What follows belongs to an exercise in optimizing a design on an open flow for small area; a production flow would make more cautious choices.
RTL that was checked went through simulation tests only; none was proved equivalent to the original.
The RTL of runs 2 to 5 was laid out without a check of its function.
Power is estimated from default activity; no workload was simulated.

==> design/flow/config.mk <==
export PLATFORM = sky130hd
export DESIGN_NAME = fire_seek_mode_sequencer
export DESIGN_NICKNAME = fire_seek_mode_sequencer
export VERILOG_FILES = /design/flow/design.v
export SDC_FILE = /design/flow/constraint.sdc
export NUM_CORES = 4
export LEC_CHECK = 0
export CAP_MARGIN = 20
export CORE_MARGIN = 2
export CORE_UTILIZATION = 40
export SLEW_MARGIN = 20
==> design/flow/constraint.sdc <==
create_clock -name core_clock -period 10.0 [get_ports {i_clk}]
set_input_delay 2.0000 -clock core_clock [delete_from_list [all_inputs] [get_ports {i_clk}]]
set_output_delay 2.0000 -clock core_clock [all_outputs]
set_load 0.01 [all_outputs]
==> design/flow/design.v <==
module fsms_core (
    input  logic        i_clk,
    input  logic        i_rst_n,
    input  logic        i_accept,
    input  logic        i_operation,
    input  logic [9:0]  i_distance_cm,
    input  logic [31:0] i_now_tick,
    input  logic [1:0]  i_random_pick,
    input  logic [9:0]  i_detect_limit,
    input  logic [9:0]  i_stop_limit,
    input  logic [15:0] i_patrol_period,
    input  logic [15:0] i_fan_max,
    input  logic [15:0] i_pause_len,
    input  logic [15:0] i_turn_len,
    input  logic [7:0]  i_right_sector,
    input  logic [7:0]  i_left_sector,
    output logic [7:0]  o_servo_angle,
    output logic [2:0]  o_motion,
    output logic        o_fan_on,
    output logic [2:0]  o_mode,
    output logic        o_fire_seen,
    output logic        o_fire_near
);
    localparam logic [2:0] MODE_PATROL   = 3'd0;
    localparam logic [2:0] MODE_PAUSE    = 3'd1;
    localparam logic [2:0] MODE_TURN     = 3'd2;
    localparam logic [2:0] MODE_APPROACH = 3'd3;
    localparam logic [2:0] MODE_FAN      = 3'd4;
    logic [2:0]  r_mode;
    logic        r_flag;       
    logic        r_scan;
    logic [4:0]  r_tens;       
    logic        r_sweep_up;
    logic [9:0]  r_range;
    logic [1:0]  r_pick;       
    logic        r_fresh;      
    logic [31:0] r_patrol_dl;
    logic [31:0] r_timer;      
    logic        r_seen;
    logic        r_near;
    logic        is_patrol, is_pause, is_turn, is_app, is_fan;
    logic [9:0]  n_range;
    logic        seen, near, lost, far, lost_r;
    logic [31:0] ref_tick, sum;
    logic [15:0] len, addend;
    logic        due, done;
    logic [7:0]  angle;
    logic        sec_r, sec_l;
    logic        hold90;
    function automatic logic geq10(input logic [9:0] a, input logic [9:0] b);
        logic c;
        c = 1'b1;
        for (int i = 0; i < 10; i++) c = (a[i] & ~b[i]) | (a[i] & c) | (~b[i] & c);
        geq10 = c;
    endfunction
    function automatic logic geq8(input logic [7:0] a, input logic [7:0] b);
        logic c;
        c = 1'b1;
        for (int i = 0; i < 8; i++) c = (a[i] & ~b[i]) | (a[i] & c) | (~b[i] & c);
        geq8 = c;
    endfunction
    assign is_patrol = (r_mode == MODE_PATROL);
    assign is_pause  = !r_mode[2] && !r_mode[1] && r_mode[0];
    assign is_turn   = r_mode[1] && !r_mode[0];
    assign is_app    = r_mode[1] && r_mode[0];
    assign is_fan    = r_mode[2];
    assign n_range = i_operation ? r_range : i_distance_cm;
    assign seen    = geq10(i_detect_limit, n_range);
    assign near    = geq10(i_stop_limit, n_range);
    assign lost    = !seen;
    assign far     = !near;
    assign lost_r  = !geq10(i_detect_limit, r_range);
    assign ref_tick = is_patrol ? (r_fresh ? 32'd0 : r_patrol_dl) : r_timer;
    assign len      = is_pause ? i_pause_len : i_fan_max;
    logic [31:0] nx;
    logic [31:0] cc;       
    logic [15:0] cs, ck;   
    logic [16:0] ce;       
    logic        d31, done_lo, hi_zero;
    logic [15:0] hx, ho;
    assign nx = ~ref_tick;
    assign cc[0] = 1'b1;
    for (genvar i = 0; i < 31; i++) begin : g_cc
        assign cc[i+1] = (i_now_tick[i] & nx[i]) | (i_now_tick[i] & cc[i]) | (nx[i] & cc[i]);
    end
    assign d31 = i_now_tick[31] ^ nx[31] ^ cc[31];
    assign due = !d31;
    for (genvar i = 0; i < 16; i++) begin : g_cs
        assign cs[i] = i_now_tick[i] ^ nx[i] ^ ~len[i];
        assign ck[i] = (i_now_tick[i] & nx[i]) | (i_now_tick[i] & ~len[i]) | (nx[i] & ~len[i]);
    end
    assign ce[1:0] = 2'b00;
    assign ce[2]   = cs[1] | ck[0];
    for (genvar i = 2; i < 16; i++) begin : g_ce
        assign ce[i+1] = (cs[i] & ck[i-1]) | (cs[i] & ce[i]) | (ck[i-1] & ce[i]);
    end
    assign done_lo = cc[16] ? (ck[15] & ce[16]) : (ck[15] | ce[16]);
    assign hx = i_now_tick[31:16] ^ nx[31:16];
    assign ho = i_now_tick[31:16] | nx[31:16];
    assign hi_zero = (cc[16] == hx[0]) && ((hx[15:1] ~^ ho[14:0]) == 15'h7fff);
    assign done = !hi_zero || done_lo;
    assign addend = (is_patrol && lost_r) ? i_patrol_period : (is_pause ? i_turn_len : 16'd0);
    logic [16:0] ac;
    logic [15:0] ap;
    assign ac[0] = 1'b0;
    for (genvar i = 0; i < 16; i++) begin : g_add
        assign sum[i]  = i_now_tick[i] ^ addend[i] ^ ac[i];
        assign ac[i+1] = (i_now_tick[i] & addend[i]) | (i_now_tick[i] & ac[i]) | (addend[i] & ac[i]);
    end
    assign ap[0] = 1'b1;
    for (genvar i = 1; i < 16; i++) begin : g_inc
        assign ap[i] = ap[i-1] & i_now_tick[15+i];
    end
    assign sum[31:16] = i_now_tick[31:16] ^ ({16{ac[16]}} & ap);
    assign angle = {r_tens, 3'b000} + {2'b00, r_tens, 1'b0};
    assign sec_r = !geq8(angle, i_right_sector);
    assign sec_l = !geq8(i_left_sector, angle);
    assign hold90 = is_fan || (is_app && r_flag);
    always_ff @(posedge i_clk) begin
        if (!i_rst_n) begin
            r_mode     <= MODE_PATROL;
            r_flag     <= 1'b0;
            r_scan     <= 1'b1;
            r_tens     <= 5'd0;
            r_sweep_up <= 1'b1;
            r_range    <= 10'd999;
            r_fresh    <= 1'b1;
        end else if (i_accept) begin
            if (i_operation) begin
                case (r_mode)
                    MODE_PATROL: begin
                        r_scan <= lost;
                        if (lost) begin
                            r_flag <= due || !r_fresh;
                            if (due) r_fresh <= 1'b0;
                        end else begin
                            r_flag <= 1'b0;
                            r_mode <= MODE_PAUSE;
                        end
                    end
                    MODE_PAUSE: begin
                        if (lost) begin
                            r_mode <= MODE_PATROL;
                        end else if (done) begin
                            r_flag <= sec_r;
                            r_mode <= (sec_r || sec_l) ? MODE_TURN : MODE_APPROACH;
                        end
                    end
                    MODE_TURN: begin
                        if (lost || due) r_flag <= 1'b0;
                        if (lost) r_mode <= MODE_PATROL;
                        else if (due) r_mode <= MODE_APPROACH;
                    end
                    MODE_APPROACH: begin
                        r_flag <= !lost && far;
                        if (lost) begin
                            r_scan <= 1'b1;
                            r_mode <= MODE_PATROL;
                        end else if (!far) begin
                            r_mode <= MODE_FAN;
                        end
                    end
                    default: begin
                        if (done || lost) begin
                            r_scan <= 1'b1;
                            r_mode <= MODE_PATROL;
                        end
                    end
                endcase
            end else begin
                r_range <= i_distance_cm;
                if (r_scan) begin
                    if (r_sweep_up) begin
                        if (r_tens >= 5'd17) begin
                            r_tens     <= 5'd18;
                            r_sweep_up <= 1'b0;
                        end else begin
                            r_tens <= r_tens + 5'd1;
                        end
                    end else begin
                        if (r_tens <= 5'd1) begin
                            r_tens     <= 5'd0;
                            r_sweep_up <= 1'b1;
                        end else begin
                            r_tens <= r_tens - 5'd1;
                        end
                    end
                end else if (hold90) begin
                    r_tens <= 5'd9;
                end
            end
        end
    end
    always_ff @(posedge i_clk) begin
        if (i_accept && i_operation) begin
            if (is_patrol && lost && due) begin
                r_pick      <= i_random_pick;
                r_patrol_dl <= sum;
            end
            if ((is_patrol && !lost) || (is_pause && !lost && done && (sec_r || sec_l))
                || (is_app && !lost && !far))
                r_timer <= sum;
        end
    end
    always_ff @(posedge i_clk) begin
        if (i_accept) begin
            r_seen <= seen;
            r_near <= near;
        end
    end
    assign o_servo_angle = angle;
    assign o_mode        = r_mode;
    assign o_fan_on      = is_fan;
    assign o_fire_seen   = r_seen;
    assign o_fire_near   = r_near;
    always_comb begin
        if (is_turn)      o_motion = r_flag ? 3'd4 : 3'd3;
        else if (!r_flag) o_motion = 3'd0;
        else if (is_app)  o_motion = 3'd5;
        else              o_motion = {1'b0, r_pick} + 3'd1;
    end
endmodule
module fire_seek_mode_sequencer (
    input  logic        i_clk,
    input  logic        i_rst_n,
    input  logic        i_in_valid,
    output logic        i_in_ready,
    input  logic        i_in_operation,
    input  logic [9:0]  i_in_distance_cm,
    input  logic [31:0] i_in_now_tick,
    input  logic [1:0]  i_in_random_pick,
    input  logic        i_cfg_valid,
    output logic        i_cfg_ready,
    input  logic [2:0]  i_cfg_index,
    input  logic [15:0] i_cfg_data,
    output logic        o_out_valid,
    input  logic        o_out_ready,
    output logic [7:0]  o_out_servo_angle,
    output logic [2:0]  o_out_motion,
    output logic        o_out_fan_on,
    output logic [2:0]  o_out_mode,
    output logic        o_out_fire_seen,
    output logic        o_out_fire_near
);
    logic [9:0]  r_detect_limit;
    logic [9:0]  r_stop_limit;
    logic [15:0] r_patrol_period;
    logic [15:0] r_fan_max;
    logic [15:0] r_pause_len;
    logic [15:0] r_turn_len;
    logic [7:0]  r_right_sector;
    logic [7:0]  r_left_sector;
    logic        r_out_valid;
    logic        in_acc;
    assign i_in_ready  = !r_out_valid || o_out_ready;
    assign in_acc      = i_in_valid && i_in_ready;
    assign i_cfg_ready = 1'b1;
    logic [15:0] d_lo, d_hi;
    logic [7:0]  cfg_we;
    assign d_lo = i_cfg_data & {16{i_rst_n}};
    assign d_hi = i_cfg_data | {16{!i_rst_n}};
    always_comb begin
        for (int k = 0; k < 8; k++)
            cfg_we[k] = !i_rst_n || (i_cfg_valid && i_cfg_index == 3'(k));
    end
    function automatic logic [15:0] dsel(input logic [15:0] def, input logic [15:0] lo,
                                         input logic [15:0] hi);
        dsel = (hi & def) | (lo & ~def);
    endfunction
    always_ff @(posedge i_clk) begin
        if (cfg_we[0]) r_detect_limit  <= dsel(16'd300,  d_lo, d_hi) & 16'h03ff;
        if (cfg_we[1]) r_stop_limit    <= dsel(16'd50,   d_lo, d_hi) & 16'h03ff;
        if (cfg_we[2]) r_patrol_period <= dsel(16'd3000, d_lo, d_hi);
        if (cfg_we[3]) r_fan_max       <= dsel(16'd5000, d_lo, d_hi);
        if (cfg_we[4]) r_pause_len     <= dsel(16'd300,  d_lo, d_hi);
        if (cfg_we[5]) r_turn_len      <= dsel(16'd1308, d_lo, d_hi);
        if (cfg_we[6]) r_right_sector  <= dsel(16'd60,   d_lo, d_hi) & 16'h00ff;
        if (cfg_we[7]) r_left_sector   <= dsel(16'd120,  d_lo, d_hi) & 16'h00ff;
    end
    always_ff @(posedge i_clk) begin
        if (!i_rst_n)         r_out_valid <= 1'b0;
        else if (in_acc)      r_out_valid <= 1'b1;
        else if (o_out_ready) r_out_valid <= 1'b0;
    end
    fsms_core u_core (
        .i_clk           (i_clk),
        .i_rst_n         (i_rst_n),
        .i_accept        (in_acc),
        .i_operation     (i_in_operation),
        .i_distance_cm   (i_in_distance_cm),
        .i_now_tick      (i_in_now_tick),
        .i_random_pick   (i_in_random_pick),
        .i_detect_limit  (r_detect_limit),
        .i_stop_limit    (r_stop_limit),
        .i_patrol_period (r_patrol_period),
        .i_fan_max       (r_fan_max),
        .i_pause_len     (r_pause_len),
        .i_turn_len      (r_turn_len),
        .i_right_sector  (r_right_sector),
        .i_left_sector   (r_left_sector),
        .o_servo_angle   (o_out_servo_angle),
        .o_motion        (o_out_motion),
        .o_fan_on        (o_out_fan_on),
        .o_mode          (o_out_mode),
        .o_fire_seen     (o_out_fire_seen),
        .o_fire_near     (o_out_fire_near)
    );
    assign o_out_valid = r_out_valid;
endmodule
==> design/flow/flow/run.sh <==
#!/bin/bash
# Layout flow: the standard flow (standard synthesis unchanged), with two changes:
#  - ports are buffered with the smallest buffer instead of the default delay-buffer choice
#  - the clock tree uses clkbuf_8 buffers and no dummy load cells
# Each tool's full output stays in orfs/logs/ (ORFS writes one log per step), and the
# make output goes to flow.log in this folder.
set -uo pipefail
export BUFFER_PORTS_ARGS="-buffer_cell sky130_fd_sc_hd__buf_1"
export CTS_ARGS="-sink_clustering_enable -repair_clock_nets -buf_list sky130_fd_sc_hd__clkbuf_8 -dont_use_dummy_load"
bash standard.sh finish > flow.log 2>&1
rc=$?
tail -20 flow.log
exit $rc
==> design/flow/standard.sh <==
#!/bin/bash
# synth_recipe.tcl (not shown) runs the flow's synth.tcl, then flattens the netlist and writes it again
# the make line also repeats each setting of config.mk as NAME=value (left out here)
make -C /OpenROAD-flow-scripts/flow DESIGN_CONFIG=/design/flow/config.mk WORK_HOME=/design/flow/orfs CLKGATE_MAP_FILE= SYNTH_SCRIPT=/design/flow/synth_recipe.tcl "${@:-finish}"
==> reports/results.tsv, run 1 <==
stage	metric	value	unit
yosys	synth_cell_types	70	
yosys	netlist_area	11000	µm²
timing	slew_viol_final	0	
floorplanning	chipHeight	170	µm
grt	grt_use_met3	3.03	%
floorplanning	num_rows	60	
setup_path	worstPathRequired	10.19	ns
floorplanning	die-width	170	µm
grt	grt_util_met1	25.3	%
setup_path	path_class	reg2reg	
layout	nNetsFinal	1200	
yosys	synth_top_cell_by_area	edfxtp_1	
grt	top_usage_layer	met2	
cts	clk_pin_slew	0.11	ns
job	maxCapViolCount	0	
route	final_antenna_net_count	0	
placed_design	dpl_cell_area	11800	µm²
placed_design	pre_cts_slack	-0.157	ns
route	drc	0	
placed_design	port_buffers	86	
floorplanning	core	27000	µm²
setup_path	path_buf_inv	1	
setup_path	slowest_stage	fa_2	
worst_hold_path	min_path_type	reg2reg	
yosys	synth-main-ff-cell	edfxtp_1	
route	wl	25700	µm
yosys	synth_edf_count	167	
route	first_pass_iters	5	
yosys	synth_top_area_share	45.7	%
cts	cts_num_sinks	190	
grt	grt_util_all_layers	18.5	%
layout	drive_gt1_share	9.29	%
grt	grt_max_degree	52	
setup_path	cp-end-kind	flop	
floorplanning	dieArea	28800	µm²
route	vias	7549	
route	wire_per_inst	18.6	µm
timing	tightestPinTransition	0.986	ns
power	p_leak	4.50	nW
layout	final.fill_count	2517	
yosys	synth_most_common_cell	edfxtp_1	
placed_design	hpwlAfterDp	18900	µm
timing	hold_viol	0	
setup_path	crit_family	adder cells	
yosys	synthArstFlopShare	0	%
route	viasPerCell	5.45	
grt	antenna_found_initial	0	
run_status	status	finished clean	
placed_design	gp_congestion	0.821	
power	p_per_area	145	nW/µm²
setup_path	cp_common_cell	fa_2	
timing	fmax	103	MHz
layout	design_area	12100	µm²
layout	antenna_cells	0	
timing	period_needed	9.72	ns
timing	setup_viol	0	
floorplanning	start_util	40.7	%
route	drtIter0Drc	618	
cts	cts_tree	done	
setup_path	worst-path-max-fanout	3	
yosys	synthTopCellsByArea	edfxtp_1 (46%), ha_1 (6.0%), fa_1 (5.8%), dfxtp_1 (4.2%), inv_1 (2.5%)	
grt	gr-usage-met2	30.8	%
floorplanning	io_pins	89	
setup_path	critPathLaunchType	flop	
timing	relSlewSlack	34.2	%
layout	syn_to_final_growth	10.1	%
yosys	yosysWarnings	2	
setup_path	cp.arrival	9.91	ns
yosys	yosysSeqAreaShare	49.9	%
timing	fin_ws	0.278	ns
setup_path	max_stage_delay	0.38	ns
yosys	synth_fp_nets	1106	
cts	clockBufferDepth	2	
cts	worstSkewPairLatency	0.47	ns
grt	grt_pass1_vias	7402	
yosys	synth_cells	952	
cts	cts_buffers	17	
timing	holdWs	0.519	ns
cts	cts.htree.levels	4	
power	ir_drop	74.1	µV
yosys	synth_common_cells	edfxtp_1 (167), inv_1 (73), nand2_1 (56), ha_1 (53), nor2_1 (39)	
grt	grt_pass1_wl	40600	µm
yosys	ys_ff_latch	190	
cts	cts_root_buf	clkbuf_8	
yosys	avgSynthCellArea	11.5	µm²
grt	grt-ovfl-total	0	
timing	skew	0.0426	ns
timing	fin_crit_sh	97.2	%
-- per-layer routing --
metal | share of wire [%] | vias to the layer above
met5 | 0 | -
li1 | - | 3721
met4 | 1.1 | 0
met3 | 3.9 | 20
met1 | 47 | 3646
met2 | 48 | 162
-- worst paths after layout --
kind	cells past startpoint	from	end	slack [ns]
min	2	u_core.r_range[5]$_SDFFE_PN1P_	u_core.r_range[5]$_SDFFE_PN1P_	0.52
max reg2reg	37	u_core.r_range[1]$_SDFFE_PN1P_	u_core.r_patrol_dl[31]$_DFFE_PP_	0.28
max	37	u_core.r_range[1]$_SDFFE_PN1P_	u_core.r_patrol_dl[31]$_DFFE_PP_	0.28
min reg2reg	2	u_core.r_range[5]$_SDFFE_PN1P_	u_core.r_range[5]$_SDFFE_PN1P_	0.52
-- flip-flops by register name, summed over array words and instances, names as in the netlist, 2 cells and up --
| name | flops |
|---|---|
| r_right_sector | 8 |
| r_patrol_period | 16 |
| r_detect_limit | 10 |
| u_core.r_timer | 32 |
| u_core.r_mode | 3 |
| r_left_sector | 7 |
| u_core.r_pick | 2 |
| r_fan_max | 16 |
| u_core.r_tens | 5 |
| r_turn_len | 16 |
| u_core.r_range | 10 |
| r_stop_limit | 10 |
| u_core.r_patrol_dl | 32 |
| r_pause_len | 16 |
-- placed cells by master, fill, tap and decap left out, types with 5 or more instances in the layout --
master	instances
nand2_1	56
o21ai_0	34
maj3_2	7
maj3_1	10
nor2_1	37
and2_1	17
nor3_1	21
or3_1	8
o22ai_1	12
and3_1	5
o31a_1	22
o221ai_1	7
a41oi_1	5
nor2b_1	11
nand3_1	12
a22o_1	15
mux2i_1	23
mux2_2	6
xor2_1	14
clkbuf_8	17
dfxtp_1	22
ha_1	52
o31ai_1	7
nand2b_1	31
nand4_1	8
buf_1	85
a21oi_1	34
a211oi_1	15
o211ai_1	11
fa_2	15
inv_1	72
xnor2_1	21
buf_4	30
a31oi_1	28
fa_1	17
nor4_1	10
edfxtp_1	167
-- repair_timing --
item / in CTS / in global routing
gates resized for setup: 5 / 15
endpoints found under the setup margin: 12 / 18
buffers inserted: 0 / 1
pin swaps: 0 / 5
hold buffers: 0 / 0
cloned: 0 / 0
-- cells by family after synthesis --
family / share of synthesized area (%)
xor+xnor: 2.88
fa+ha+maj: 13.5
mux: 2.72
other cells: 0.0685
buf+inv: 4.29
simple gates: 11.3
flops: 49.9
compound gates: 15.3
-- cell type report --
| cell class | instances | area [µm²] | area share (%) |
|---|---|---|---|
| repair buffers | 118 | 566 | 4.68 |
| inverters | 73 | 274 | 2.27 |
| clock buffers | 17 | 234 | 1.94 |
| multi-input cells | 646 | 5100 | 42.2 |
| flip-flops and latches | 190 | 5480 | 45.4 |
| well taps | 341 | 427 | 3.53 |
-- report_power, final --
group	switching [W]	internal, W	leakage [nW]
clock network	0.000230	0.000151	0.122
registers	0.0000264	0.000944	1.78
logic	0.000237	0.000160	2.60
-- worst reg2reg max path, delay by kind of cell, from the launching register on --
family                     cells  cell delay, ns
buffers and inverters          1            0.07
xor gates and xnor gates       1            0.07
DFF                            1            0.34
AOI/OAI and AO/OA              3            0.62
and+or+nand+nor                9            0.81
adders and majority gates     23            7.55
-- metrics by stage --
step	setup TNS [ns]	cells	util, %	power [W]
floorplan	0	952	-	0.00125
global placement	-0.496	1365	43.6	0.00137
detailed placement	-1.06	1365	43.6	0.00138
CTS	0	1382	44.5	0.00176
global route	-0.0144	1385	44.8	0.00185
finish	0	1385	44.8	0.00175
==> inputs of run 2 (changes only) <==
--- a/design/flow/design.v
+++ b/design/flow/design.v
@@ -39,7 +39,6 @@
     logic        r_seen;
     logic        r_near;
     logic        is_patrol, is_pause, is_turn, is_app, is_fan;
-    logic [9:0]  n_range;
     logic        seen, near, lost, far, lost_r;
     logic [31:0] ref_tick, sum;
     logic [15:0] len, addend;
@@ -64,12 +63,11 @@
     assign is_turn   = r_mode[1] && !r_mode[0];
     assign is_app    = r_mode[1] && r_mode[0];
     assign is_fan    = r_mode[2];
-    assign n_range = i_operation ? r_range : i_distance_cm;
-    assign seen    = geq10(i_detect_limit, n_range);
-    assign near    = geq10(i_stop_limit, n_range);
-    assign lost    = !seen;
-    assign far     = !near;
-    assign lost_r  = !geq10(i_detect_limit, r_range);
+    assign lost    = !geq10(i_detect_limit, r_range);
+    assign far     = !geq10(i_stop_limit, r_range);
+    assign seen    = i_operation ? !lost : geq10(i_detect_limit, i_distance_cm);
+    assign near    = i_operation ? !far  : geq10(i_stop_limit, i_distance_cm);
+    assign lost_r  = lost;
     assign ref_tick = is_patrol ? (r_fresh ? 32'd0 : r_patrol_dl) : r_timer;
     assign len      = is_pause ? i_pause_len : i_fan_max;
     logic [31:0] nx;
@@ -95,9 +93,13 @@
         assign ce[i+1] = (cs[i] & ck[i-1]) | (cs[i] & ce[i]) | (ck[i-1] & ce[i]);
     end
     assign done_lo = cc[16] ? (ck[15] & ce[16]) : (ck[15] | ce[16]);
-    assign hx = i_now_tick[31:16] ^ nx[31:16];
-    assign ho = i_now_tick[31:16] | nx[31:16];
-    assign hi_zero = (cc[16] == hx[0]) && ((hx[15:1] ~^ ho[14:0]) == 15'h7fff);
+    logic [15:0] hq, hm;
+    assign hq = i_now_tick[31:16] ^ ref_tick[31:16];
+    assign hm[0] = 1'b1;
+    for (genvar i = 1; i < 16; i++) begin : g_hm
+        assign hm[i] = hm[i-1] & ref_tick[15+i];
+    end
+    assign hi_zero = cc[16] ? (hq == 16'd0) : (hq == hm);
     assign done = !hi_zero || done_lo;
     assign addend = (is_patrol && lost_r) ? i_patrol_period : (is_pause ? i_turn_len : 16'd0);
     logic [16:0] ac;
@@ -112,7 +114,18 @@
         assign ap[i] = ap[i-1] & i_now_tick[15+i];
     end
     assign sum[31:16] = i_now_tick[31:16] ^ ({16{ac[16]}} & ap);
-    assign angle = {r_tens, 3'b000} + {2'b00, r_tens, 1'b0};
+    logic [4:0] a5c;
+    logic [6:0] a5;
+    assign a5[1:0] = r_tens[1:0];
+    assign a5[2]   = r_tens[2] ^ r_tens[0];
+    assign a5c[2]  = r_tens[2] & r_tens[0];
+    assign a5[3]   = r_tens[3] ^ r_tens[1] ^ a5c[2];
+    assign a5c[3]  = (r_tens[3] & r_tens[1]) | (r_tens[3] & a5c[2]) | (r_tens[1] & a5c[2]);
+    assign a5[4]   = r_tens[4] ^ r_tens[2] ^ a5c[3];
+    assign a5c[4]  = (r_tens[4] & r_tens[2]) | (r_tens[4] & a5c[3]) | (r_tens[2] & a5c[3]);
+    assign a5[5]   = r_tens[3] ^ a5c[4];
+    assign a5[6]   = (r_tens[3] & a5c[4]) | r_tens[4];
+    assign angle   = {a5, 1'b0};
     assign sec_r = !geq8(angle, i_right_sector);
     assign sec_l = !geq8(i_left_sector, angle);
     assign hold90 = is_fan || (is_app && r_flag);
@@ -171,18 +184,18 @@
                 r_range <= i_distance_cm;
                 if (r_scan) begin
                     if (r_sweep_up) begin
-                        if (r_tens >= 5'd17) begin
+                        if (r_tens[4] && (r_tens[3:0] != 4'd0)) begin
                             r_tens     <= 5'd18;
                             r_sweep_up <= 1'b0;
                         end else begin
-                            r_tens <= r_tens + 5'd1;
+                            r_tens <= r_tens ^ {&r_tens[3:0], &r_tens[2:0], &r_tens[1:0], r_tens[0], 1'b1};
                         end
                     end else begin
-                        if (r_tens <= 5'd1) begin
+                        if (r_tens[4:1] == 4'd0) begin
                             r_tens     <= 5'd0;
                             r_sweep_up <= 1'b1;
                         end else begin
-                            r_tens <= r_tens - 5'd1;
+                            r_tens <= r_tens ^ {~|r_tens[3:0], ~|r_tens[2:0], ~|r_tens[1:0], ~r_tens[0], 1'b1};
                         end
                     end
                 end else if (hold90) begin
@@ -217,7 +230,7 @@
         if (is_turn)      o_motion = r_flag ? 3'd4 : 3'd3;
         else if (!r_flag) o_motion = 3'd0;
         else if (is_app)  o_motion = 3'd5;
-        else              o_motion = {1'b0, r_pick} + 3'd1;
+        else              o_motion = {r_pick[1] & r_pick[0], r_pick[1] ^ r_pick[0], ~r_pick[0]};
     end
 endmodule
 module fire_seek_mode_sequencer (
--- a/design/flow/config.mk
+++ b/design/flow/config.mk
@@ -5,7 +5,9 @@
 export SDC_FILE = /design/flow/constraint.sdc
 export NUM_CORES = 4
 export LEC_CHECK = 0
+export ABC_AREA = 1
 export CAP_MARGIN = 20
 export CORE_MARGIN = 2
-export CORE_UTILIZATION = 40
+export CORE_UTILIZATION = 55
+export GPL_TIMING_DRIVEN = 0
 export SLEW_MARGIN = 20
==> run 2 against run 1 <==
Against the previous run: critical endpoint is now u_core.r_timer[30]$_DFFE_PP_; worst setup slack better by 0.22 ns; clock power about the same; global-route usage up 4.9 points; via count down 2.1%; area after synthesis down 3.9%; count of clock-buffer cells in the layout unchanged; total power up 5.4%.
==> reports/results.tsv, run 2 <==
stage	metric	value	unit
route	vias	7388	
timing	tightestPinTransition	0.950	ns
layout	design_area	11600	µm²
timing	period_needed	9.50	ns
power	ir_drop	96.8	µV
layout	drive_gt1_share	8.24	%
grt	grt_util_all_layers	23.3	%
cts	cts.htree.levels	4	
layout	syn_to_final_growth	10.3	%
grt	antenna_found_initial	0	
grt	grt_max_degree	22	
setup_path	cp-end-kind	flop	
route	drc	0	
yosys	synthTopCellsByArea	edfxtp_1 (48%), nand2_1 (7.9%), inv_1 (6.7%), fa_1 (6.1%), ha_1 (4.8%)	
route	final_antenna_net_count	0	
layout	instances_no_fill	1411	
yosys	synth_cell_types	52	
floorplanning	core	18800	µm²
route	wire_per_inst	15.9	µm
floorplanning	num_rows	50	
yosys	synth_common_cells	nand2_1 (223), inv_1 (189), edfxtp_1 (167), o21ai_0 (52), nor2_1 (51)	
worst_hold_path	min_path_type	reg2reg	
setup_path	cp_common_cell	fa_1	
floorplanning	io_pins	89	
setup_path	critPathLaunchType	flop	
cts	cts_buffers	17	
timing	slew_viol_final	0	
floorplanning	start_util	56.1	%
job	maxCapViolCount	0	
yosys	synth_cells	1060	
route	viasPerCell	5.24	
placed_design	dpl_cell_area	11300	µm²
layout	layout_common_cells	nand2_1 (223), inv_1 (189), edfxtp_1 (167)	
route	drtIter0Drc	362	
layout	top_regs	u_core.r_patrol_dl x32, u_core.r_timer x32	
cts	clockBufferDepth	2	
yosys	yosysSeqAreaShare	52.0	%
yosys	synth-main-ff-cell	edfxtp_1	
cts	clk_pin_slew	0.08	ns
setup_path	max_stage_delay	0.43	ns
timing	skew	0.0426	ns
cts	worstSkewPairLatency	0.47	ns
cts	cts_root_buf	clkbuf_8	
setup_path	crit_family	adder cells	
setup_path	slowest_stage	fa_1	
timing	setup_viol	0	
placed_design	dp.cells	1389	
timing	tns	0	ns
cts	cts_num_sinks	190	
cts	cts_tree	done	
power	p_leak	4.82	nW
yosys	synth_edf_count	167	
yosys	synth_most_common_cell	nand2_1	
route	first_pass_iters	5	
setup_path	cp.arrival	9.67	ns
power	p_per_area	158	nW/µm²
floorplanning	chipHeight	142	µm
layout	antenna_cells	0	
setup_path	worst-path-max-fanout	12	
yosys	synth_top_area_share	47.6	%
yosys	ys_ff_latch	190	
yosys	netlist_area	10500	µm²
layout	final.fill_count	1636	
placed_design	gp_congestion	0.922	
timing	relSlewSlack	36.0	%
yosys	synth_fp_nets	1201	
route	wl	22500	µm
timing	rsz0062_at_grt	no	
timing	fmax	105	MHz
grt	grt_pass1_wl	35500	µm
timing	fin_crit_sh	95.0	%
run_status	status	finished clean	
grt	grt_pass1_vias	7098	
setup_path	worstPathRequired	10.17	ns
layout	nNetsFinal	1320	
yosys	synthArstFlopShare	0	%
timing	holdWs	0.485	ns
placed_design	pre_cts_slack	-0.512	ns
yosys	synth_top_cell_by_area	edfxtp_1	
yosys	yosysWarnings	2	
timing	fin_ws	0.497	ns
floorplanning	die-width	142	µm
grt	grt-ovfl-total	0	
timing	hold_viol	0	
layout	final_common_cell	nand2_1	
placed_design	port_buffers	86	
setup_path	path_buf_inv	2	
floorplanning	dieArea	20300	µm²
yosys	avgSynthCellArea	9.94	µm²
setup_path	path_class	reg2reg	
placed_design	hpwlAfterDp	17500	µm
## run 2: cell count changes after synthesis, sizes merged, moves of 13 or more
cell | previous run | this run
or2 | 3 | 33
o31a | 22 | 0
nand3 | 14 | 34
inv | 73 | 191
ha | 53 | 40
o21ai | 38 | 57
a31oi | 28 | 3
nor2 | 39 | 53
maj3 | 17 | 2
xnor2 | 22 | 2
nand2b | 31 | 0
nor3 | 23 | 3
and2 | 17 | 0
nand2 | 56 | 227
## run 2: tightest hold or removal path, delay by kind of cell (launching register included)
| kind | cells | cell delay [ns] |
|---|---|---|
| AOI/OAI and AO/OA | 2 | 0.12 |
| DFF | 1 | 0.34 |
## run 2: metal layers
metal	track usage, %	vias to the layer above	share of wire, %
met2	40.0	143	49
met3	3.67	34	4.5
met4	8.70	0	2.8
li1	-	3762	-
met1	30.1	3449	44
met5	0	-	0
## run 2: what timing repair did
| item | in CTS | in global routing |
|---|---|---|
| resized for setup | 3 | 4 |
| hold buffers | 0 | 0 |
| buffers inserted | 0 | 7 |
| pin swaps | 0 | 1 |
| endpoints found under the setup margin | 16 | 14 |
## run 2: per-stage QoR
step,utilization (%),power [W]
2_1_floorplan,-,0.00132
3_3_place_gp,59.4,0.00146
3_5_place_dp,60.3,0.00147
4_1_cts,61.5,0.00184
5_1_grt,61.9,0.00195
6_report,61.9,0.00184
## run 2: power breakdown
group          switching, W  internal, W  total (W)  leakage [nW]
clock network      0.000228     0.000151   0.000379         0.122
logic              0.000301     0.000186   0.000487          2.92
registers         0.0000236     0.000952   0.000975          1.78
## run 2: final timing paths
kind,from,endpoint,slack [ns],cells after the start
worst max-delay path,r_detect_limit[3]$_DFFE_PP_,u_core.r_timer[30]$_DFFE_PP_,0.50,43
worst min-delay path,u_core.r_scan$_SDFFE_PN1P_,u_core.r_scan$_SDFFE_PN1P_,0.48,2
worst max register to register,r_detect_limit[3]$_DFFE_PP_,u_core.r_timer[30]$_DFFE_PP_,0.50,43
worst min register to register,u_core.r_scan$_SDFFE_PN1P_,u_core.r_scan$_SDFFE_PN1P_,0.48,2
## run 2: cells by family (layout without fill, tap and decap cells)
logic type	count (synthesis)	in the layout	share of synthesized area [%]
flip-flops	190	190	52.0
XOR/XNOR	22	22	1.83
multiplexers	14	14	1.33
AO/OA/AOI/OAI	181	181	11.1
buffers and inverters	218	335	8.17
adder cells (fa/ha/maj)	74	74	11.0
AND/OR/NAND/NOR	359	359	14.5
other	2	2	0.0713
## run 2: final cells by class
type	instances	area [µm²]	area share, %
plain buffers	25	139	1.20
clock buffers	17	234	2.01
inverters	191	717	6.17
multi-input cells	652	4260	36.7
flip-flops and latches	190	5480	47.1
well taps	234	293	2.52
repair buffers	102	497	4.28
==> inputs of run 3 (changes only) <==
--- a/design/flow/config.mk
+++ b/design/flow/config.mk
@@ -8,6 +8,5 @@
 export ABC_AREA = 1
 export CAP_MARGIN = 20
 export CORE_MARGIN = 2
-export CORE_UTILIZATION = 55
-export GPL_TIMING_DRIVEN = 0
+export CORE_UTILIZATION = 40
 export SLEW_MARGIN = 20
==> run 3 against run 2 <==
Against the previous run: flip-flop and latch count unchanged; worst setup slack better by 0.22 ns; total power shrank 1.7%; combinational power is 6.0% lower; die area rose by 36%; sequential power about the same; fmax increased by 2.4%; sequential share of layout area increased by 0.48 points; global-route usage shrank 6.7 points; critical path type unchanged; critical endpoint unchanged; clock skew is 0.0018 ns higher; highest routed layer unchanged; cell count up 5.2%.
==> reports/results.tsv, run 3 <==
stage	metric	value	unit
run_status	status	finished clean	
setup_path	critPathLaunchType	flop	
power	p_sw	0.000538	W
timing	tns	0	ns
power	switching_share	29.7	%
setup_path	worst-path-stages	43	
yosys	synth_top_area_share	47.6	%
layout	antenna_cells	0	
route	first_pass_iters	4	
yosys	ys_ff_latch	190	
yosys	synth_common_cells	nand2_1 (223), inv_1 (189), edfxtp_1 (167), o21ai_0 (52), nor2_1 (51)	
floorplanning	chipHeight	166	µm
layout	utilization	44.3	%
setup_path	worstPathRequired	10.18	ns
grt	grt_pass1_wl	36300	µm
placed_design	hpwlAfterDp	16600	µm
yosys	yosysSeqAreaShare	52.0	%
cts	post_cts.resized_instances	0	
timing	relSlewSlack	33.0	%
yosys	synth_cells	1060	
yosys	synth_cell_types	52	
route	wl	22300	µm
setup_path	regToRegStartpoint	r_detect_limit[3]$_DFFE_PP_	
yosys	synth_top_cell_by_area	edfxtp_1	
setup_path	cp-end-kind	flop	
placed_design	port_buffers	86	
layout	drive_gt1_share	6.70	%
layout	nNetsFinal	1293	
power	combPwrFrac	25.3	%
placed_design	dpl_cell_area	11300	µm²
timing	hold_viol	0	
timing	fin_crit_sh	92.8	%
grt	grt_util_all_layers	16.6	%
timing	skew	0.0444	ns
floorplanning	start_util	40.5	%
floorplanning	dieArea	27600	µm²
layout	syn_to_final_growth	9.19	%
worst_hold_path	hp-start	u_core.r_scan$_SDFFE_PN1P_	
cts	cts_buffers	17	
setup_path	r2r-end	u_core.r_timer[30]$_DFFE_PP_	
timing	slew_viol_final	0	
yosys	netlist_area	10500	µm²
setup_path	ff2ff_setup_slack	0.72	ns
layout	design_area	11500	µm²
worst_hold_path	min_path_type	reg2reg	
worst_hold_path	whs_path_depth	2	
floorplanning	io_pins	89	
yosys	synthTopCellsByArea	edfxtp_1 (48%), nand2_1 (7.9%), inv_1 (6.7%), fa_1 (6.1%), ha_1 (4.8%)	
power	p_seq_share	53.9	%
floorplanning	num_rows	59	
cts	holdBufCountCts	0	
setup_path	path_class	reg2reg	
yosys	synth_fp_nets	1201	
job	maxCapViolCount	0	
cts	cts.htree.levels	4	
worst_hold_path	hold_path_end	u_core.r_scan$_SDFFE_PN1P_	
timing	tightestPinTransition	0.995	ns
cts	cts_tree	done	
setup_path	path_buf_inv	2	
setup_path	slowest_stage	fa_1	
layout	final.fill_count	2516	
setup_path	cp.arrival	9.46	ns
route	viasPerCell	4.94	
cts	clockBufferDepth	2	
timing	fmax	108	MHz
route	drc	0	
setup_path	cp_common_cell	fa_1	
cts	clk_pin_slew	0.08	ns
route	wire_per_inst	15.0	µm
route	vias	7330	
setup_path	crit_family	adder cells	
setup_path	max_stage_delay	0.44	ns
grt	grt-ovfl-total	0	
yosys	avgSynthCellArea	9.94	µm²
setup_path	reg2reg_depth	43	
layout	top_regs	u_core.r_patrol_dl x32, u_core.r_timer x32	
yosys	synth_most_common_cell	nand2_1	
timing	setup_viol	0	
grt	grt_pass1_vias	7095	
cts	cts_num_sinks	190	
cts	cts_setup_buffers	0	
placed_design	gp_congestion	0.878	
layout	layout.area.seq	5480	µm²
floorplanning	die-width	166	µm
power	p_per_area	157	nW/µm²
grt	grt_max_degree	41	
cts	worstSkewPairLatency	0.47	ns
power	ir_drop	71.7	µV
timing	rsz0062_at_grt	no	
route	drtIter0Drc	462	
yosys	synthArstFlopShare	0	%
cts	cts_root_buf	clkbuf_8	
yosys	synth-main-ff-cell	edfxtp_1	
layout	final_common_cell	nand2_1	
power	fin_total_pwr	0.00181	W
yosys	yosysWarnings	2	
setup_path	worst-path-max-fanout	4	
floorplanning	core	26000	µm²
power	clkPwrFrac	20.8	%
power	p_leak	4.71	nW
route	final_antenna_net_count	0	
yosys	synth_edf_count	167	
layout	multi_input_area	4230	µm²
power	cellInternalPower	0.00127	W
timing	period_needed	9.28	ns
layout	layout_common_cells	nand2_1 (223), inv_1 (189), edfxtp_1 (167)	
grt	antenna_found_initial	0	
==> run 3: cell count changes in the layout (fill, tap and decap cells not counted), sizes merged <==
cell	before	now
buf	115	99
clkbuf	29	18
==> run 3: logic make-up (layout without fill, tap and decap cells) <==
logic type	after synthesis	count (layout)	share of synthesized area [%]
AND/OR/NAND/NOR	359	359	14.5
buffers and inverters	218	308	8.17
flip-flops	190	190	52.0
AO/OA/AOI/OAI	181	181	11.1
adder cells (fa/ha/maj)	74	74	11.0
XOR/XNOR	22	22	1.83
multiplexers	14	14	1.33
other	2	2	0.0713
==> run 3: per-layer routing <==
metal,GRT usage [%],share of wire (%),wire (µm),vias up
met5,0,0,0,-
met4,4.50,1.1,243,0
met3,2.38,3.4,749,15
met2,29.2,50,11100,122
met1,21.7,46,10200,3485
li1,-,-,-,3708
==> run 3: per-stage QoR <==
| step | setup slack, ns | hold slack, ns | std cells |
|---|---|---|---|
| after floorplan | 1.05 | 0.443 | 1060 |
| after global placement | 0.442 | 0.460 | 1468 |
| after detailed placement | 0.405 | 0.474 | 1468 |
| after CTS | 0.700 | 0.496 | 1485 |
| after global routing | 0.0129 | 0.528 | 1485 |
| final | 0.717 | 0.497 | 1485 |
==> run 3: layout make-up <==
type | instances | share of cell area, %
sequential | 190 | 47.6
inverter | 191 | 6.23
tap | 335 | 3.64
multi-input combinational | 652 | 36.8
timing repair buffer | 100 | 3.73
clock buffer | 17 | 2.03
==> run 3: tightest hold or removal path, stage by stage, from the launching register on <==
cell	delay, ns
dfxtp_1	0.33
a21oi_1	0.06
o21ai_0	0.07
==> run 3: how the worst max path moves through the flow <==
stage,startpoint,to
finish,r_detect_limit[3]$_DFFE_PP_,u_core.r_timer[30]$_DFFE_PP_
global route,r_detect_limit[3]$_DFFE_PP_,u_core.r_patrol_dl[31]$_DFFE_PP_
detailed placement,i_in_now_tick[0],u_core.r_timer[30]$_DFFE_PP_
global placement,i_in_now_tick[0],u_core.r_patrol_dl[30]$_DFFE_PP_
floorplan,i_in_now_tick[0],u_core.r_patrol_dl[30]$_DFFE_PP_
CTS,r_detect_limit[3]$_DFFE_PP_,u_core.r_timer[31]$_DFFE_PP_
==> run 3: power groups by stage <==
| stage | Sequential [W] | Combinational, W | Clock [W] |
|---|---|---|---|
| floorplan | 0.000989 | 0.000330 | 0 |
| global placement | 0.000992 | 0.000453 | 0 |
| detailed placement | 0.000993 | 0.000463 | 0 |
| CTS | 0.000976 | 0.000466 | 0.000390 |
| global route | 0.000982 | 0.000532 | 0.000421 |
| finish | 0.000975 | 0.000458 | 0.000377 |
==> inputs of run 4 (changes only) <==
--- a/design/flow/design.v
+++ b/design/flow/design.v
@@ -6,8 +6,8 @@
     input  logic [9:0]  i_distance_cm,
     input  logic [31:0] i_now_tick,
     input  logic [1:0]  i_random_pick,
-    input  logic [9:0]  i_detect_limit,
-    input  logic [9:0]  i_stop_limit,
+    input  logic [9:0]  i_detect_limit,    
+    input  logic [9:0]  i_stop_limit,      
     input  logic [15:0] i_patrol_period,
     input  logic [15:0] i_fan_max,
     input  logic [15:0] i_pause_len,
@@ -46,11 +46,23 @@
     logic [7:0]  angle;
     logic        sec_r, sec_l;
     logic        hold90;
-    function automatic logic geq10(input logic [9:0] a, input logic [9:0] b);
+    function automatic logic lt10n(input logic [9:0] limit_n, input logic [9:0] x);
+        logic c;
+        c = 1'b0;
+        for (int i = 0; i < 10; i++) c = (limit_n[i] & x[i]) | (limit_n[i] & c) | (x[i] & c);
+        lt10n = c;
+    endfunction
+    function automatic logic geq8n(input logic [7:0] a, input logic [7:0] b_n);
         logic c;
         c = 1'b1;
-        for (int i = 0; i < 10; i++) c = (a[i] & ~b[i]) | (a[i] & c) | (~b[i] & c);
-        geq10 = c;
+        for (int i = 0; i < 8; i++) c = (a[i] & b_n[i]) | (a[i] & c) | (b_n[i] & c);
+        geq8n = c;
+    endfunction
+    function automatic logic lt8n(input logic [7:0] limit_n, input logic [7:0] x);
+        logic c;
+        c = 1'b0;
+        for (int i = 0; i < 8; i++) c = (limit_n[i] & x[i]) | (limit_n[i] & c) | (x[i] & c);
+        lt8n = c;
     endfunction
     function automatic logic geq8(input logic [7:0] a, input logic [7:0] b);
         logic c;
@@ -63,10 +75,10 @@
     assign is_turn   = r_mode[1] && !r_mode[0];
     assign is_app    = r_mode[1] && r_mode[0];
     assign is_fan    = r_mode[2];
-    assign lost    = !geq10(i_detect_limit, r_range);
-    assign far     = !geq10(i_stop_limit, r_range);
-    assign seen    = i_operation ? !lost : geq10(i_detect_limit, i_distance_cm);
-    assign near    = i_operation ? !far  : geq10(i_stop_limit, i_distance_cm);
+    assign lost    = lt10n(i_detect_limit, r_range);
+    assign far     = lt10n(i_stop_limit, r_range);
+    assign seen    = !(i_operation ? lost : lt10n(i_detect_limit, i_distance_cm));
+    assign near    = !(i_operation ? far  : lt10n(i_stop_limit, i_distance_cm));
     assign lost_r  = lost;
     assign ref_tick = is_patrol ? (r_fresh ? 32'd0 : r_patrol_dl) : r_timer;
     assign len      = is_pause ? i_pause_len : i_fan_max;
@@ -126,8 +138,8 @@
     assign a5[5]   = r_tens[3] ^ a5c[4];
     assign a5[6]   = (r_tens[3] & a5c[4]) | r_tens[4];
     assign angle   = {a5, 1'b0};
-    assign sec_r = !geq8(angle, i_right_sector);
-    assign sec_l = !geq8(i_left_sector, angle);
+    assign sec_r = !geq8n(angle, i_right_sector);
+    assign sec_l = lt8n(i_left_sector, angle);
     assign hold90 = is_fan || (is_app && r_flag);
     always_ff @(posedge i_clk) begin
         if (!i_rst_n) begin
@@ -255,8 +267,8 @@
     output logic        o_out_fire_seen,
     output logic        o_out_fire_near
 );
-    logic [9:0]  r_detect_limit;
-    logic [9:0]  r_stop_limit;
+    logic [9:0]  r_detect_limit;   
+    logic [9:0]  r_stop_limit;     
     logic [15:0] r_patrol_period;
     logic [15:0] r_fan_max;
     logic [15:0] r_pause_len;
@@ -281,14 +293,14 @@
         dsel = (hi & def) | (lo & ~def);
     endfunction
     always_ff @(posedge i_clk) begin
-        if (cfg_we[0]) r_detect_limit  <= dsel(16'd300,  d_lo, d_hi) & 16'h03ff;
-        if (cfg_we[1]) r_stop_limit    <= dsel(16'd50,   d_lo, d_hi) & 16'h03ff;
+        if (cfg_we[0]) r_detect_limit  <= dsel(~16'd300, ~d_hi, ~d_lo) & 16'h03ff;
+        if (cfg_we[1]) r_stop_limit    <= dsel(~16'd50,  ~d_hi, ~d_lo) & 16'h03ff;
         if (cfg_we[2]) r_patrol_period <= dsel(16'd3000, d_lo, d_hi);
         if (cfg_we[3]) r_fan_max       <= dsel(16'd5000, d_lo, d_hi);
         if (cfg_we[4]) r_pause_len     <= dsel(16'd300,  d_lo, d_hi);
         if (cfg_we[5]) r_turn_len      <= dsel(16'd1308, d_lo, d_hi);
-        if (cfg_we[6]) r_right_sector  <= dsel(16'd60,   d_lo, d_hi) & 16'h00ff;
-        if (cfg_we[7]) r_left_sector   <= dsel(16'd120,  d_lo, d_hi) & 16'h00ff;
+        if (cfg_we[6]) r_right_sector  <= dsel(~16'd60,  ~d_hi, ~d_lo) & 16'h00ff;   
+        if (cfg_we[7]) r_left_sector   <= dsel(~16'd120, ~d_hi, ~d_lo) & 16'h00ff;   
     end
     always_ff @(posedge i_clk) begin
         if (!i_rst_n)         r_out_valid <= 1'b0;
--- a/design/flow/flow/run.sh
+++ b/design/flow/flow/run.sh
@@ -6,7 +6,7 @@
 # make output goes to flow.log in this folder.
 set -uo pipefail
 export BUFFER_PORTS_ARGS="-buffer_cell sky130_fd_sc_hd__buf_1"
-export CTS_ARGS="-sink_clustering_enable -repair_clock_nets -buf_list sky130_fd_sc_hd__clkbuf_8 -dont_use_dummy_load"
+export CTS_ARGS="-sink_clustering_enable -repair_clock_nets -buf_list sky130_fd_sc_hd__clkbuf_8 -dont_use_dummy_load -sink_clustering_size 30 -sink_clustering_max_diameter 200"
 bash standard.sh finish > flow.log 2>&1
 rc=$?
 tail -20 flow.log
==> run 4 against run 3 <==
Against the previous run: area after synthesis decreased by 0.62%; wire length grew 1.1%; critical path depth rose by 1; largest power group unchanged; register-to-register slack lost 0.13 ns; first-iteration DRC count shrank 13%; highest routed layer is now met5; sequential share of layout area increased by 0.17 points; clock skew decreased by 0.0036 ns; non-clock buffer count increased by 1; via count decreased by 0.61%; combinational power fell by 17%.
==> reports/results.tsv, run 4 <==
stage	metric	value	unit
route	drtIter0Drc	400	
floorplanning	chipHeight	166	µm
grt	grt_util_all_layers	16.8	%
setup_path	reg2reg_depth	44	
setup_path	critPathLaunchType	flop	
layout	multi_input_area	4280	µm²
setup_path	regToRegStartpoint	r_detect_limit[1]$_DFFE_PP_	
placed_design	gp_congestion	0.825	
worst_hold_path	hold_path_end	u_core.r_scan$_SDFFE_PN1P_	
yosys	synth_top_cell_by_area	edfxtp_1	
timing	fin_crit_sh	94.2	%
cts	cts_buffers	17	
route	vias	7285	
timing	tns	0	ns
setup_path	cp-end-kind	flop	
layout	layout_common_cells	nand2_1 (236), edfxtp_1 (167), inv_1 (157)	
floorplanning	start_util	40.4	%
floorplanning	die-width	166	µm
timing	slew_viol_final	0	
yosys	avgSynthCellArea	10.0	µm²
route	wire_per_inst	15.3	µm
setup_path	max_stage_delay	0.43	ns
layout	utilization	44.2	%
cts	cts_num_sinks	190	
cts	cts_tree	done	
timing	holdWs	0.496	ns
grt	grt-ovfl-total	0	
power	fin_total_pwr	0.00173	W
yosys	netlist_area	10500	µm²
timing	fmax	106	MHz
timing	period_needed	9.42	ns
power	p_leak	4.58	nW
route	wl	22600	µm
layout	nNetsFinal	1280	
timing	tightestPinTransition	0.907	ns
grt	grt_max_degree	41	
setup_path	path_buf_inv	2	
route	drc	0	
grt	antenna_found_initial	3	
yosys	synth_edf_count	167	
cts	worstSkewPairLatency	0.47	ns
setup_path	worstPathRequired	10.29	ns
yosys	synth_cells	1044	
floorplanning	num_rows	59	
floorplanning	core	25900	µm²
yosys	synthArstFlopShare	0	%
yosys	synth_top_area_share	47.9	%
yosys	ys_ff_latch	190	
timing	setup_viol	0	
yosys	synth_most_common_cell	nand2_1	
cts	clk_pin_slew	0.10	ns
setup_path	cp.arrival	9.71	ns
yosys	synth_common_cells	nand2_1 (236), edfxtp_1 (167), inv_1 (157), nor2_1 (52), o21ai_0 (48)	
power	p_per_area	151	nW/µm²
run_status	status	finished clean	
timing	rsz0062_at_grt	no	
layout	final.fill_count	2528	
setup_path	r2r-end	u_core.r_patrol_dl[31]$_DFFE_PP_	
layout	final_common_cell	nand2_1	
grt	grt_pass1_wl	36900	µm
layout	top_regs	u_core.r_patrol_dl x32, u_core.r_timer x32	
yosys	yosysSeqAreaShare	52.3	%
cts	cts.htree.levels	4	
timing	skew	0.0409	ns
setup_path	ff2ff_setup_slack	0.58	ns
grt	grt_pass1_vias	7194	
power	ir_drop	80.9	µV
placed_design	hpwlAfterDp	16800	µm
route	final_antenna_net_count	0	
setup_path	crit_family	adder cells	
worst_hold_path	whs_path_depth	2	
floorplanning	dieArea	27500	µm²
yosys	synth_cell_types	50	
timing	hold_viol	0	
setup_path	slowest_stage	edfxtp_1	
job	maxCapViolCount	0	
layout	layout.area.seq	5480	µm²
setup_path	worst-path-max-fanout	11	
setup_path	path_class	reg2reg	
setup_path	cp_common_cell	fa_1	
floorplanning	io_pins	89	
layout	drive_gt1_share	6.60	%
route	viasPerCell	4.94	
cts	holdBufCountCts	0	
cts	clockBufferDepth	2	
cts	cts_root_buf	clkbuf_8	
yosys	synth_fp_nets	1185	
worst_hold_path	hp-start	u_core.r_scan$_SDFFE_PN1P_	
timing	relSlewSlack	38.9	%
yosys	synthTopCellsByArea	edfxtp_1 (48%), nand2_1 (8.5%), fa_1 (6.1%), inv_1 (5.6%), ha_1 (4.8%)	
route	first_pass_iters	4	
layout	syn_to_final_growth	9.49	%
yosys	synth-main-ff-cell	edfxtp_1	
yosys	yosysWarnings	2	
placed_design	port_buffers	86	
worst_hold_path	min_path_type	reg2reg	
## run 4: worst min-delay path, delay by kind of cell, from the launching register on
| family | cells | cell delay [ns] |
|---|---|---|
| AOI/OAI and AO/OA | 2 | 0.13 |
| DFF | 1 | 0.34 |
## run 4: repair_timing
item | 4_1_cts | 5_1_grt
endpoints found under the hold margin | 0 | 0
buffers inserted | 0 | 1
endpoints found under the setup margin | 0 | 4
resized for setup | 0 | 1
## run 4: final cells by class
type	instances	share of cell area, %
Antenna cell	2	0.0437
Inverter	162	5.31
Tap cell	335	3.66
Timing Repair Buffer	101	3.81
Sequential cell	190	47.8
Multi-Input combinational cell	667	37.4
Clock buffer	17	2.04
## run 4: worst max-delay path by stage
stage                                      from  slack (ns)                                to  cells after the start
floorplan                      i_in_now_tick[0]        1.05  u_core.r_patrol_dl[30]$_DFFE_PP_                     31
global placement               i_in_now_tick[0]        0.49      u_core.r_timer[30]$_DFFE_PP_                     32
detailed placement             i_in_now_tick[0]        0.48  u_core.r_patrol_dl[30]$_DFFE_PP_                     32
CTS                 r_detect_limit[1]$_DFFE_PP_        0.56  u_core.r_patrol_dl[31]$_DFFE_PP_                     44
global route        r_detect_limit[1]$_DFFE_PP_       0.004  u_core.r_patrol_dl[31]$_DFFE_PP_                     44
finish              r_detect_limit[1]$_DFFE_PP_        0.58  u_core.r_patrol_dl[31]$_DFFE_PP_                     44
## run 4: through the flow
step | instances | instance area (µm²) | setup WS (ns)
6_report | 1474 | 11500 | 0.583
5_1_grt | 1472 | 11500 | 0.00432
4_1_cts | 1471 | 11400 | 0.560
3_5_place_dp | 1454 | 11200 | 0.479
3_3_place_gp | 1454 | 11200 | 0.495
2_1_floorplan | 1044 | 10500 | 1.05
## run 4: kinds of logic after synthesis
kind of cell | Yosys count | share of synthesized area, %
other | 2 | 0.0717
muxes | 14 | 1.34
and+or+nand+nor | 373 | 15.2
buffers and inverters | 187 | 7.10
AOI/OAI and AO/OA | 182 | 11.1
DFF | 190 | 52.3
xor gates and xnor gates | 24 | 2.01
adders and majority gates | 72 | 10.9
## run 4: metal layers
layer / GRT usage [%] / vias to the layer above / wire length, µm
met3: 3.50 / 30 / 1010
met4: 5.33 / 2 / 439
met5: 0 / - / 16
met2: 27.8 / 137 / 10700
met1: 22.3 / 3420 / 10500
li1: - / 3696 / -
## run 4: report_power, final
part	internal [W]	switching [W]	leakage [nW]	total, W
combinational	0.000143	0.000235	2.67	0.000378
clock	0.000151	0.000231	0.122	0.000381
sequential	0.000947	0.0000261	1.78	0.000973
total	0.00124	0.000492	4.58	0.00173
==> inputs of run 5 (changes only) <==
--- a/design/flow/flow/run.sh
+++ b/design/flow/flow/run.sh
@@ -6,7 +6,7 @@
 # make output goes to flow.log in this folder.
 set -uo pipefail
 export BUFFER_PORTS_ARGS="-buffer_cell sky130_fd_sc_hd__buf_1"
-export CTS_ARGS="-sink_clustering_enable -repair_clock_nets -buf_list sky130_fd_sc_hd__clkbuf_8 -dont_use_dummy_load -sink_clustering_size 30 -sink_clustering_max_diameter 200"
+export CTS_ARGS="-sink_clustering_enable -repair_clock_nets -buf_list sky130_fd_sc_hd__clkbuf_8 -dont_use_dummy_load -sink_clustering_size 60 -sink_clustering_max_diameter 300"
 bash standard.sh finish > flow.log 2>&1
 rc=$?
 tail -20 flow.log
==> run 5 against run 4 <==
Against the previous run: area after synthesis stayed put; design area stayed put; clock skew stayed put; total power stayed put; flip-flop and latch count stayed put; worst setup slack stayed put; count of clock-buffer cells in the layout stayed put; highest routed layer unchanged; worst hold slack stayed put; critical path depth stayed put; sequential power hardly changed; wire length stayed put.
==> reports/results.tsv, run 5 <==
stage	metric	value	unit
setup_path	cp.arrival	9.71	ns
setup_path	path_class	reg2reg	
grt	grt_util_all_layers	16.8	%
yosys	ys_ff_latch	190	
timing	slew_viol_final	0	
yosys	netlist_area	10500	µm²
timing	skew	0.0409	ns
yosys	yosysSeqAreaShare	52.3	%
yosys	synth_cells	1044	
timing	tightestPinTransition	0.907	ns
job	maxCapViolCount	0	
floorplanning	start_util	40.4	%
power	p_leak	4.58	nW
worst_hold_path	min_path_type	reg2reg	
yosys	synthTopCellsByArea	edfxtp_1 (48%), nand2_1 (8.5%), fa_1 (6.1%), inv_1 (5.6%), ha_1 (4.8%)	
route	final_antenna_net_count	0	
route	drc	0	
cts	cts_root_buf	clkbuf_8	
power	p_sw	0.000492	W
timing	relSlewSlack	38.9	%
layout	utilization	44.2	%
floorplanning	chipHeight	166	µm
layout	drive_gt1_share	6.60	%
floorplanning	core	25900	µm²
layout	layout_common_cells	nand2_1 (236), edfxtp_1 (167), inv_1 (157)	
yosys	synth_top_area_share	47.9	%
yosys	synthArstFlopShare	0	%
cts	holdBufCountCts	0	
power	switching_share	28.4	%
floorplanning	io_pins	89	
setup_path	cp_common_cell	fa_1	
route	vias	7285	
layout	syn_to_final_growth	9.49	%
timing	fin_crit_sh	94.2	%
power	p_per_area	151	nW/µm²
power	clkPwrFrac	22.0	%
route	first_pass_iters	4	
yosys	synth-main-ff-cell	edfxtp_1	
layout	top_regs	u_core.r_patrol_dl x32, u_core.r_timer x32	
floorplanning	die-width	166	µm
yosys	avgSynthCellArea	10.0	µm²
timing	fmax	106	MHz
power	cellInternalPower	0.00124	W
grt	grt_pass1_vias	7194	
timing	setup_viol	0	
setup_path	slowest_stage	edfxtp_1	
yosys	synth_fp_nets	1185	
placed_design	port_buffers	86	
floorplanning	num_rows	59	
setup_path	worst-path-max-fanout	11	
yosys	synth_cell_types	50	
yosys	synth_top_cell_by_area	edfxtp_1	
cts	clockBufferDepth	2	
floorplanning	dieArea	27500	µm²
route	wl	22600	µm
cts	clk_pin_slew	0.10	ns
placed_design	hpwlAfterDp	16800	µm
layout	final_common_cell	nand2_1	
timing	rsz0062_at_grt	no	
yosys	synth_common_cells	nand2_1 (236), edfxtp_1 (167), inv_1 (157), nor2_1 (52), o21ai_0 (48)	
layout	nNetsFinal	1280	
timing	holdWs	0.496	ns
layout	final.fill_count	2528	
yosys	yosysWarnings	2	
timing	hold_viol	0	
grt	grt-ovfl-total	0	
yosys	synth_most_common_cell	nand2_1	
cts	cts_tree	done	
power	ir_drop	80.9	µV
power	p_seq_share	56.2	%
timing	period_needed	9.42	ns
cts	cts.htree.levels	4	
run_status	status	finished clean	
grt	grt_max_degree	41	
grt	antenna_found_initial	3	
route	viasPerCell	4.94	
setup_path	max_stage_delay	0.43	ns
timing	tns	0	ns
setup_path	critPathLaunchType	flop	
grt	grt_pass1_wl	36900	µm
route	wire_per_inst	15.3	µm
cts	cts_buffers	17	
placed_design	gp_congestion	0.825	
cts	cts_num_sinks	190	
cts	worstSkewPairLatency	0.47	ns
setup_path	cp-end-kind	flop	
route	drtIter0Drc	400	
setup_path	worstPathRequired	10.29	ns
power	combPwrFrac	21.8	%
yosys	synth_edf_count	167	
[run 5: cell counts in the layout (fill, tap and decap cells not counted)]
No cell type changed its count.
[run 5: per-layer routing]
layer	vias up	wire (µm)	share of wire, %	global-route usage (%)
met5	-	16	0.071	0
met4	2	439	1.9	5.33
li1	3696	-	-	-
met2	137	10700	47	27.8
met1	3420	10500	46	22.3
met3	30	1010	4.5	3.50
[run 5: layout make-up]
class	count	area, µm²	area share [%]
Antenna cell	2	5.00	0.0437
Sequential cell	190	5480	47.8
Timing Repair Buffer	101	437	3.81
Tap cell	335	419	3.66
Inverter	162	608	5.31
Clock buffer	17	234	2.04
Multi-Input combinational cell	667	4280	37.4
[run 5: cell families after synthesis]
group                      share of synthesized area [%]
DFF                                                 52.3
buffers and inverters                               7.10
and+or+nand+nor                                     15.2
other                                             0.0717
adders and majority gates                           10.9
AOI/OAI and AO/OA                                   11.1
muxes                                               1.34
xor gates and xnor gates                            2.01
[run 5: worst paths after layout]
| path | start | slack, ns | to | depth (start not counted) |
|---|---|---|---|---|
| setup / recovery | r_detect_limit[1]$_DFFE_PP_ | 0.58 | u_core.r_patrol_dl[31]$_DFFE_PP_ | 44 |
| setup reg to reg | r_detect_limit[1]$_DFFE_PP_ | 0.58 | u_core.r_patrol_dl[31]$_DFFE_PP_ | 44 |
| hold / removal | u_core.r_scan$_SDFFE_PN1P_ | 0.50 | u_core.r_scan$_SDFFE_PN1P_ | 2 |
| hold reg to reg | u_core.r_scan$_SDFFE_PN1P_ | 0.50 | u_core.r_scan$_SDFFE_PN1P_ | 2 |
[run 5: repair_timing]
item                       4_1_cts  5_1_grt
gates resized for setup          0        1
setup endpoints to repair        0        4
setup buffers                    0        1
[run 5: power by group through the flow]
stage	Clock (W)	Sequential, W	Combinational [W]
floorplan	0	0.000985	0.000267
global placement	0	0.000989	0.000373
detailed placement	0	0.000991	0.000380
CTS	0.000394	0.000973	0.000382
global route	0.000420	0.000978	0.000439
finish	0.000381	0.000973	0.000378
[run 5: critical path: cells and delay by family (launching register included)]
kind / cells / cell delay (ns)
simple gates: 16 / 1.24
compound gates: 10 / 1.31
fa+ha+maj: 15 / 5.73
flops: 1 / 0.43
xor+xnor: 1 / 0.18
buf+inv: 2 / 0.28
[run 5: stage by stage]
| step | cell area, µm² | setup slack (ns) | cells | power (W) |
|---|---|---|---|---|
| floorplan | 10500 | 1.05 | 1044 | 0.00125 |
| global placement | 11200 | 0.495 | 1454 | 0.00136 |
| detailed placement | 11200 | 0.479 | 1454 | 0.00137 |
| CTS | 11400 | 0.560 | 1471 | 0.00175 |
| global route | 11500 | 0.00432 | 1472 | 0.00184 |
| finish | 11500 | 0.583 | 1474 | 0.00173 |
==> inputs of run 6 (changes only) <==
--- a/design/flow/design.v
+++ b/design/flow/design.v
@@ -90,8 +90,11 @@
     logic [15:0] hx, ho;
     assign nx = ~ref_tick;
     assign cc[0] = 1'b1;
+    logic [31:0] cp, cg;
+    assign cp = i_now_tick ^ nx;
+    assign cg = i_now_tick & nx;
     for (genvar i = 0; i < 31; i++) begin : g_cc
-        assign cc[i+1] = (i_now_tick[i] & nx[i]) | (i_now_tick[i] & cc[i]) | (nx[i] & cc[i]);
+        assign cc[i+1] = cg[i] | (cp[i] & cc[i]);
     end
     assign d31 = i_now_tick[31] ^ nx[31] ^ cc[31];
     assign due = !d31;
--- a/design/flow/flow/run.sh
+++ b/design/flow/flow/run.sh
@@ -6,7 +6,7 @@
 # make output goes to flow.log in this folder.
 set -uo pipefail
 export BUFFER_PORTS_ARGS="-buffer_cell sky130_fd_sc_hd__buf_1"
-export CTS_ARGS="-sink_clustering_enable -repair_clock_nets -buf_list sky130_fd_sc_hd__clkbuf_8 -dont_use_dummy_load -sink_clustering_size 60 -sink_clustering_max_diameter 300"
+export CTS_ARGS="-sink_clustering_enable -repair_clock_nets -buf_list {sky130_fd_sc_hd__clkbuf_4 sky130_fd_sc_hd__clkbuf_8} -root_buf sky130_fd_sc_hd__clkbuf_8 -dont_use_dummy_load"
 bash standard.sh finish > flow.log 2>&1
 rc=$?
 tail -20 flow.log
==> run 6 against run 5 <==
Against the previous run: sequential share of layout area about the same; sequential power about the same; synthesized cell count is 2.3% lower; utilization grew 0.15 points; cell count decreased by 1.6%; largest power group unchanged; non-clock buffer count stayed put; global-route usage down 0.083 points; combinational power rose by 3%; critical path depth is 2 higher; count of clock-buffer cells in the layout did not move; die area is 0.38% lower; largest cell class unchanged.
==> reports/results.tsv, run 6 <==
stage	metric	value	unit
yosys	synthArstFlopShare	0	%
route	drtIter0Drc	423	
setup_path	path_buf_inv	6	
grt	grt-ovfl-total	0	
cts	clk_pin_slew	0.11	ns
setup_path	critPathLaunchType	flop	
layout	syn_to_final_growth	9.98	%
setup_path	cp.arrival	9.69	ns
yosys	synth-main-ff-cell	edfxtp_1	
setup_path	cp-end-kind	flop	
power	p_per_area	152	nW/µm²
route	final_antenna_net_count	0	
layout	design_area	11500	µm²
placed_design	gp_congestion	0.897	
yosys	yosysSeqAreaShare	52.5	%
cts	cts_setup_buffers	0	
timing	holdWs	0.473	ns
worst_hold_path	min_path_type	reg2reg	
floorplanning	die-width	165	µm
cts	worstSkewPairLatency	0.47	ns
grt	grt_pass1_wl	35000	µm
timing	rsz0062_at_grt	no	
route	viasPerCell	4.92	
layout	layout_common_cells	nand2_1 (231), edfxtp_1 (167), inv_1 (159)	
setup_path	slowest_stage	edfxtp_1	
setup_path	path_class	reg2reg	
power	p_leak	4.58	nW
floorplanning	core	25800	µm²
layout	top_regs	u_core.r_patrol_dl x32, u_core.r_timer x32	
timing	hold_viol	0	
timing	fin_crit_sh	94.3	%
cts	post_cts.resized_instances	0	
floorplanning	io_pins	89	
cts	cts_buffers	17	
cts	cts_tree	done	
layout	utilization	44.4	%
run_status	status	finished clean	
yosys	netlist_area	10400	µm²
setup_path	worst-path-max-fanout	8	
timing	skew	0.0433	ns
yosys	synth_most_common_cell	nand2_1	
cts	cts_num_sinks	190	
layout	final_common_cell	nand2_1	
route	wire_per_inst	15.4	µm
yosys	synth_cell_types	47	
timing	slew_viol_final	0	
timing	relSlewSlack	25.4	%
layout	drive_gt1_share	4.67	%
cts	cts.htree.levels	4	
[run 6: cell count changes in the layout (fill, tap and decap cells not counted), sizes merged, moves of 3 or more]
cell,before,now
nand3,39,34
nor2,55,52
a22o,17,14
o211ai,17,13
and3,0,3
nand2,238,235
o221ai,11,15
xor2,16,19
or2,29,5
xnor2,8,3
ha,40,53
[run 6: where the power goes]
group	switching, W	leakage (nW)	internal, W
Combinational	0.000243	2.68	0.000145
Sequential	0.0000254	1.78	0.000946
Clock	0.000229	0.122	0.000151
[run 6: path summary, 6_finish.rpt]
kind                                                  start                            to  slack (ns)  cells past startpoint
worst min-delay path             u_core.r_scan$_SDFFE_PN1P_    u_core.r_scan$_SDFFE_PN1P_        0.47                      2
worst max register to register  r_detect_limit[1]$_DFFE_PP_  u_core.r_timer[31]$_DFFE_PP_        0.57                     46
worst max-delay path            r_detect_limit[1]$_DFFE_PP_  u_core.r_timer[31]$_DFFE_PP_        0.57                     46
worst min register to register   u_core.r_scan$_SDFFE_PN1P_    u_core.r_scan$_SDFFE_PN1P_        0.47                      2
[run 6: cell type report]
class                      count  area (µm²)  share of cell area (%)
sequential                   190        5480                    47.7
multi-input combinational    644        4270                    37.2
clock buffer                  17         234                    2.04
inverter                     162         608                    5.30
timing repair buffer         101         457                    3.98
tap                          335         419                    3.65
antenna                        2        5.00                  0.0436
[run 6: worst register-to-register path: cells and delay by family, from the launching register on]
kind	cells	cell delay [ns]
AND/OR/NAND/NOR	15	1.62
XOR/XNOR	1	0.19
flip-flops	1	0.44
adder cells (fa/ha/maj)	16	5.50
AO/OA/AOI/OAI	8	0.97
buffers and inverters	6	0.48
[run 6: kinds of logic (layout without fill, tap and decap cells)]
family	count (synthesis)	in the layout	share of synthesized area [%]
muxes	15	15	1.44
other	2	4	0.0720
DFF	190	190	52.5
and+or+nand+nor	336	336	13.2
buffers and inverters	186	280	6.88
adders and majority gates	85	85	12.5
AOI/OAI and AO/OA	184	184	11.6
xor gates and xnor gates	22	22	1.85
[run 6: layer usage]
metal / global-route usage [%] / vias to the layer above / part of all wire (%)
li1: - / 3643 / -
met3: 2.72 / 13 / 2.9
met2: 29.3 / 127 / 49
met4: 4.51 / 0 / 1.4
met1: 21.6 / 3349 / 47
met5: 0 / - / 0
[run 6: stage by stage]
stage,instances,total power [W]
after floorplan,1020,0.00125
after global placement,1431,0.00137
after detailed placement,1432,0.00138
after CTS,1449,0.00175
after global routing,1451,0.00184
final,1451,0.00174

Check on run 6: ideal ports give 0.575 ns setup slack; a clkbuf_16 on the clock port and buf_2 on the inputs give 0.575 ns; moving port delays by the midpoint clock arrival (0.490 ns) as well gives 0.357 ns.
